Source: an optimization exercise on an open RTL-to-GDS flow (aim: small area, a short achievable clock period and few clock cycles per item). Production flows keep margins and buffers that such runs may drop. The RTL was checked by simulation tests, not by an equivalence proof against the original design. Power is estimated from default activity; no workload was simulated.

Design icache, start of the top module:
module icache #(
  parameter int WIDTH = 32,
  parameter int LINES = 16,
  parameter int WPL   = 4
) (
  input  logic             clk,
  input  logic             rst,
  input  logic [WIDTH-1:0] pc_fetch,
  input  logic             inv_all,
  output logic [WIDTH-1:0] instr_fetch,
  output logic             stall_pc,
  output logic             mem_req,
  output logic [WIDTH-1:0] mem_addr,
  input  logic [WIDTH-1:0] mem_rdata,
  input  logic             mem_rvalid
);
  localparam int OFF_W    = $clog2(WPL);
  localparam int IDX_W    = $clog2(LINES);
  localparam int LINE_LSB = 2 + OFF_W;
  localparam int TAG_W    = WIDTH - LINE_LSB - IDX_W;
  localparam int LA_W     = WIDTH - LINE_LSB;
  localparam logic [OFF_W-1:0] LAST_BEAT = OFF_W'(WPL - 1);
  logic              open_q;
  logic [LA_W-1:0]   addr_q;
  logic [OFF_W-1:0]  beat_q;
  logic              taint_q;
  logic [LINES-1:0]  valid_q;
  logic [TAG_W-1:0]  tring_q [LINES];
  logic              tpend_q;
  logic [OFF_W-1:0]  rot_q;
  logic [WPL-1:0]    lo_map_q [WPL];   
  logic [WIDTH-1:0]  ring_q [LINES][WPL];
  logic [WIDTH-1:0]  fb_q   [WPL];
  logic [WPL-1:0]    fb_pend_q;
  logic [IDX_W-1:0]  fb_idx_q [WPL];
  logic [OFF_W-1:0]  pc_off;
  logic [IDX_W-1:0]  pc_idx;
  logic [TAG_W-1:0]  pc_tag;
  logic [IDX_W-1:0]  fill_idx;
  ...
Size in the first run: ~5500 cells after synthesis, roughly 2600 flip-flops, roughly 130 I/O pins, ~0.086 mm² of cells after synthesis.
Settings: LEC_CHECK=0, CAP_MARGIN=20, CORE_MARGIN=2, CORE_UTILIZATION=65, CTS_BUF_LIST=sky130_fd_sc_hd__clkbuf_16, CTS_CLUSTER_DIAMETER=80, CTS_CLUSTER_SIZE=24, SETUP_SLACK_MARGIN=1.2, SLEW_MARGIN=20; clock period 5.5 ns.
standard.sh (not shown) runs the stock make flow with config.mk's settings and CLKGATE_MAP_FILE= SYNTH_SCRIPT=/design/flow/synth_recipe.tcl, a recipe that flattens the netlist after the stock synthesis.
==> flow/flow/run.sh <==
#!/bin/bash
# The standard layout, with two changes:
# - the port buffers are inserted as plain buf_4 cells instead of the delay
#   cells buffer_ports picks by default;
# - the slow 4-input OR/NOR cells (four PMOS in series) are added to the
#   platform's don't-use list, for synthesis and the resizer alike. The list
#   below is the platform's own DONT_USE_CELLS followed by those cells.
set -euo pipefail
export BUFFER_PORTS_ARGS="-buffer_cell sky130_fd_sc_hd__buf_4"
DU="sky130_fd_sc_hd__probe_p_8 sky130_fd_sc_hd__probec_p_8 sky130_fd_sc_hd__lpflow_bleeder_1 sky130_fd_sc_hd__lpflow_clkbufkapwr_1 sky130_fd_sc_hd__lpflow_clkbufkapwr_16 sky130_fd_sc_hd__lpflow_clkbufkapwr_2 sky130_fd_sc_hd__lpflow_clkbufkapwr_4 sky130_fd_sc_hd__lpflow_clkbufkapwr_8 sky130_fd_sc_hd__lpflow_clkinvkapwr_1 sky130_fd_sc_hd__lpflow_clkinvkapwr_16 sky130_fd_sc_hd__lpflow_clkinvkapwr_2 sky130_fd_sc_hd__lpflow_clkinvkapwr_4 sky130_fd_sc_hd__lpflow_clkinvkapwr_8 sky130_fd_sc_hd__lpflow_decapkapwr_12 sky130_fd_sc_hd__lpflow_decapkapwr_3 sky130_fd_sc_hd__lpflow_decapkapwr_4 sky130_fd_sc_hd__lpflow_decapkapwr_6 sky130_fd_sc_hd__lpflow_decapkapwr_8 sky130_fd_sc_hd__lpflow_inputiso0n_1 sky130_fd_sc_hd__lpflow_inputiso0p_1 sky130_fd_sc_hd__lpflow_inputiso1n_1 sky130_fd_sc_hd__lpflow_inputiso1p_1 sky130_fd_sc_hd__lpflow_inputisolatch_1 sky130_fd_sc_hd__lpflow_isobufsrc_1 sky130_fd_sc_hd__lpflow_isobufsrc_16 sky130_fd_sc_hd__lpflow_isobufsrc_2 sky130_fd_sc_hd__lpflow_isobufsrc_4 sky130_fd_sc_hd__lpflow_isobufsrc_8 sky130_fd_sc_hd__lpflow_isobufsrckapwr_16 sky130_fd_sc_hd__lpflow_lsbuf_lh_hl_isowell_tap_1 sky130_fd_sc_hd__lpflow_lsbuf_lh_hl_isowell_tap_2 sky130_fd_sc_hd__lpflow_lsbuf_lh_hl_isowell_tap_4 sky130_fd_sc_hd__lpflow_lsbuf_lh_isowell_4 sky130_fd_sc_hd__lpflow_lsbuf_lh_isowell_tap_1 sky130_fd_sc_hd__lpflow_lsbuf_lh_isowell_tap_2 sky130_fd_sc_hd__lpflow_lsbuf_lh_isowell_tap_4 sky130_fd_sc_hd__fill_1 sky130_fd_sc_hd__fill_2 sky130_fd_sc_hd__fill_4 sky130_fd_sc_hd__fill_8  sky130_fd_sc_hd__a2111o_1 sky130_fd_sc_hd__a2111o_2 sky130_fd_sc_hd__a2111o_4 sky130_fd_sc_hd__a2111oi_0 sky130_fd_sc_hd__a2111oi_1 sky130_fd_sc_hd__a2111oi_2 sky130_fd_sc_hd__a2111oi_4 sky130_fd_sc_hd__nor4_1 sky130_fd_sc_hd__nor4_2 sky130_fd_sc_hd__nor4_4 sky130_fd_sc_hd__nor4b_1 sky130_fd_sc_hd__nor4b_2 sky130_fd_sc_hd__nor4b_4 sky130_fd_sc_hd__nor4bb_1 sky130_fd_sc_hd__nor4bb_2 sky130_fd_sc_hd__nor4bb_4 sky130_fd_sc_hd__or4_1 sky130_fd_sc_hd__or4_2 sky130_fd_sc_hd__or4_4 sky130_fd_sc_hd__or4b_1 sky130_fd_sc_hd__or4b_2 sky130_fd_sc_hd__or4b_4 sky130_fd_sc_hd__or4bb_1 sky130_fd_sc_hd__or4bb_2 sky130_fd_sc_hd__or4bb_4 "
bash standard.sh "DONT_USE_CELLS=$DU" finish > standard_flow.log 2>&1
Testbench counts at the start, summed over its fixed seeds: cycles 34,783, fetches 24,000.
Edit:
--- a/flow/design.v
+++ b/flow/design.v
@@ -20,85 +20,84 @@
   localparam int TAG_W    = WIDTH - LINE_LSB - IDX_W;
   localparam int LA_W     = WIDTH - LINE_LSB;
   localparam logic [OFF_W-1:0] LAST_BEAT = OFF_W'(WPL - 1);
   logic              open_q;
   logic [LA_W-1:0]   addr_q;
   logic [OFF_W-1:0]  beat_q;
   logic              taint_q;
   logic [LINES-1:0]  valid_q;
   logic [TAG_W-1:0]  tring_q [LINES];
   logic              tpend_q;
   logic [OFF_W-1:0]  rot_q;
-  logic [WPL-1:0]    lo_map_q [WPL];   
   logic [WIDTH-1:0]  ring_q [LINES][WPL];
   logic [WIDTH-1:0]  fb_q   [WPL];
   logic [WPL-1:0]    fb_pend_q;
   logic [IDX_W-1:0]  fb_idx_q [WPL];
   logic [OFF_W-1:0]  pc_off;
   logic [IDX_W-1:0]  pc_idx;
   logic [TAG_W-1:0]  pc_tag;
   logic [IDX_W-1:0]  fill_idx;
   logic [IDX_W-1:0]  wr_idx;
   logic [OFF_W-1:0]  wr_off;
   logic [LINES-1:0]  slot_match;
   logic [LINES-1:0]  tw_start;
   logic [LINES-1:0]  tw_pend;
   logic              ring_hit;
   logic              fill_match;
   logic [LINES-1:0]  slot_sel;
   logic [WPL-1:0]    hi_sel;
   logic [WPL-1:0]    lo_sel;
-  logic [WPL-1:0]    lo_dec;
   logic [LINES-1:0]  slot_wr;
   logic [WPL-1:0]    fb_out;
   logic              part_ok;
   logic              hit;
   logic              start;
   logic              beat;
   logic              last_beat;
   logic              bypass;
   logic              fb_rd;
   logic [WIDTH-1:0]  ring_rd;
+  logic [WIDTH-1:0]  slot_word [WPL];
   logic [WIDTH-1:0]  side_rd;
   logic              unused_bits;
   assign pc_off   = pc_fetch[LINE_LSB-1:2];
   assign pc_idx   = pc_fetch[LINE_LSB+IDX_W-1:LINE_LSB];
   assign pc_tag   = pc_fetch[WIDTH-1:LINE_LSB+IDX_W];
   assign fill_idx = addr_q[IDX_W-1:0];
   assign unused_bits = ^pc_fetch[1:0];
   always_comb begin
     for (int q = 0; q < WPL; q++) begin
       hi_sel[q] = (pc_idx[IDX_W-1:OFF_W] == OFF_W'(q));
-      lo_dec[q] = (pc_idx[OFF_W-1:0] == OFF_W'(q));
-    end
-    for (int q = 0; q < WPL; q++) begin
-      lo_sel[q] = |(lo_dec & lo_map_q[q]);
+      lo_sel[q] = (pc_idx[OFF_W-1:0] == OFF_W'(OFF_W'(q) - rot_q));
     end
     ring_hit = 1'b0;
     for (int p = 0; p < LINES; p++) begin
       slot_sel[p]   = hi_sel[p / WPL] && lo_sel[p % WPL];
       slot_match[p] = (tring_q[p] == pc_tag);
       ring_hit      = ring_hit | (slot_sel[p] && slot_match[p]);
     end
     ring_hit = ring_hit && valid_q[pc_idx];
   end
   assign fill_match = (pc_fetch[WIDTH-1:LINE_LSB] == addr_q);
   assign part_ok = open_q && !taint_q &&
                    ((pc_off < beat_q) || ((pc_off == beat_q) && mem_rvalid));
   assign hit      = ring_hit || (fill_match && part_ok);
   assign stall_pc = !hit;
   always_comb begin
-    ring_rd = '0;
-    for (int p = 0; p < LINES; p++)
-      ring_rd = ring_rd | (ring_q[p][pc_off] & {WIDTH{slot_sel[p]}});
+    for (int k = 0; k < WPL; k++) begin
+      slot_word[k] = '0;
+      for (int p = 0; p < LINES; p++)
+        slot_word[k] = slot_word[k] | (ring_q[p][k] & {WIDTH{slot_sel[p]}});
+    end
   end
+  assign ring_rd = slot_word[pc_off];
   assign fb_rd  = fb_pend_q[pc_off] && (fb_idx_q[pc_off] == pc_idx);
   assign bypass = mem_rvalid && (pc_idx == fill_idx) && (pc_off == beat_q);
   assign side_rd     = bypass ? mem_rdata : fb_q[pc_off];
   assign instr_fetch = (bypass || fb_rd) ? side_rd : ring_rd;
   assign start    = !open_q && !ring_hit;
   assign mem_req  = open_q || start;
   assign mem_addr = open_q ? {addr_q, {LINE_LSB{1'b0}}}
                            : {pc_fetch[WIDTH-1:LINE_LSB], {LINE_LSB{1'b0}}};
   assign beat      = mem_rvalid && (open_q || start);
   assign last_beat = beat && open_q && (beat_q == LAST_BEAT);
   assign wr_idx    = open_q ? fill_idx : pc_idx;
@@ -158,29 +157,22 @@
     if (start) begin
       addr_q <= pc_fetch[WIDTH-1:LINE_LSB];
     end
   end
   always_ff @(posedge clk) begin
     if (beat && !rst) begin
       fb_q[wr_off]     <= mem_rdata;
       fb_idx_q[wr_off] <= wr_idx;
     end
   end
   always_ff @(posedge clk) begin
-    for (int q = 0; q < WPL; q++) begin
-      if (rst) begin
-        lo_map_q[q] <= WPL'(1) << q;
-      end else begin
-        lo_map_q[q] <= lo_map_q[(q + WPL - 1) % WPL];
-      end
-    end
     for (int p = 0; p < LINES; p++) begin
       if (tw_start[p] || tw_pend[p]) begin
         tring_q[p] <= tpend_q ? addr_q[LA_W-1:IDX_W] : pc_tag;
       end else begin
         tring_q[p] <= tring_q[(p / WPL) * WPL + (p + WPL - 1) % WPL];
       end
     end
     for (int p = 0; p < LINES; p++) begin
       for (int k = 0; k < WPL; k++) begin
         if (k == p % WPL && slot_wr[p]) begin
           ring_q[p][k] <= fb_q[k];
Cell area decreases by 0.47%. Wire length increases by 16%. Die area decreases by 4.1%. Via count increases by 16%. Fmax decreases by 8.4%. Synthesized area decreases by 4.2%. Power increases by 2.2%. Cell count increases by 9.4%. Clock-buffer cell count decreases by 4. Sequential cell count decreases by 16.
Testbench counts after the change, summed over its fixed seeds: cycles 34,783, fetches 24,000.

-- re-timing with driven ports --
How much do the figures lean on ideal ports? The routed layouts below were timed once more, with nothing changed but the port constraints.
Step 1, drivers: a clkbuf_16 drives clk and a buf_2 each remaining input, both assumed.
Step 2 moves the port delays by t, midway between the first and last clock arrival at a register: inputs arrive t later, outputs are due t later. That takes back most of the time a late clock gives input paths.
a / b / c = ideal / step 1 / step 2; a / b = the first two.
run | t, ns | slack for setup (ns) | cell pins on the clock port's net
the first run | 0.842 | 1.107 / 0.931 / 0.732 | 1
the second run | 0.856 | 0.705 / 0.629 / 0.629 | 1
After both steps setup and hold are still met in every run listed. For the first run, which loses most, drivers alone change the setup slack by -0.176 ns; drivers and shift together by -0.375 ns.
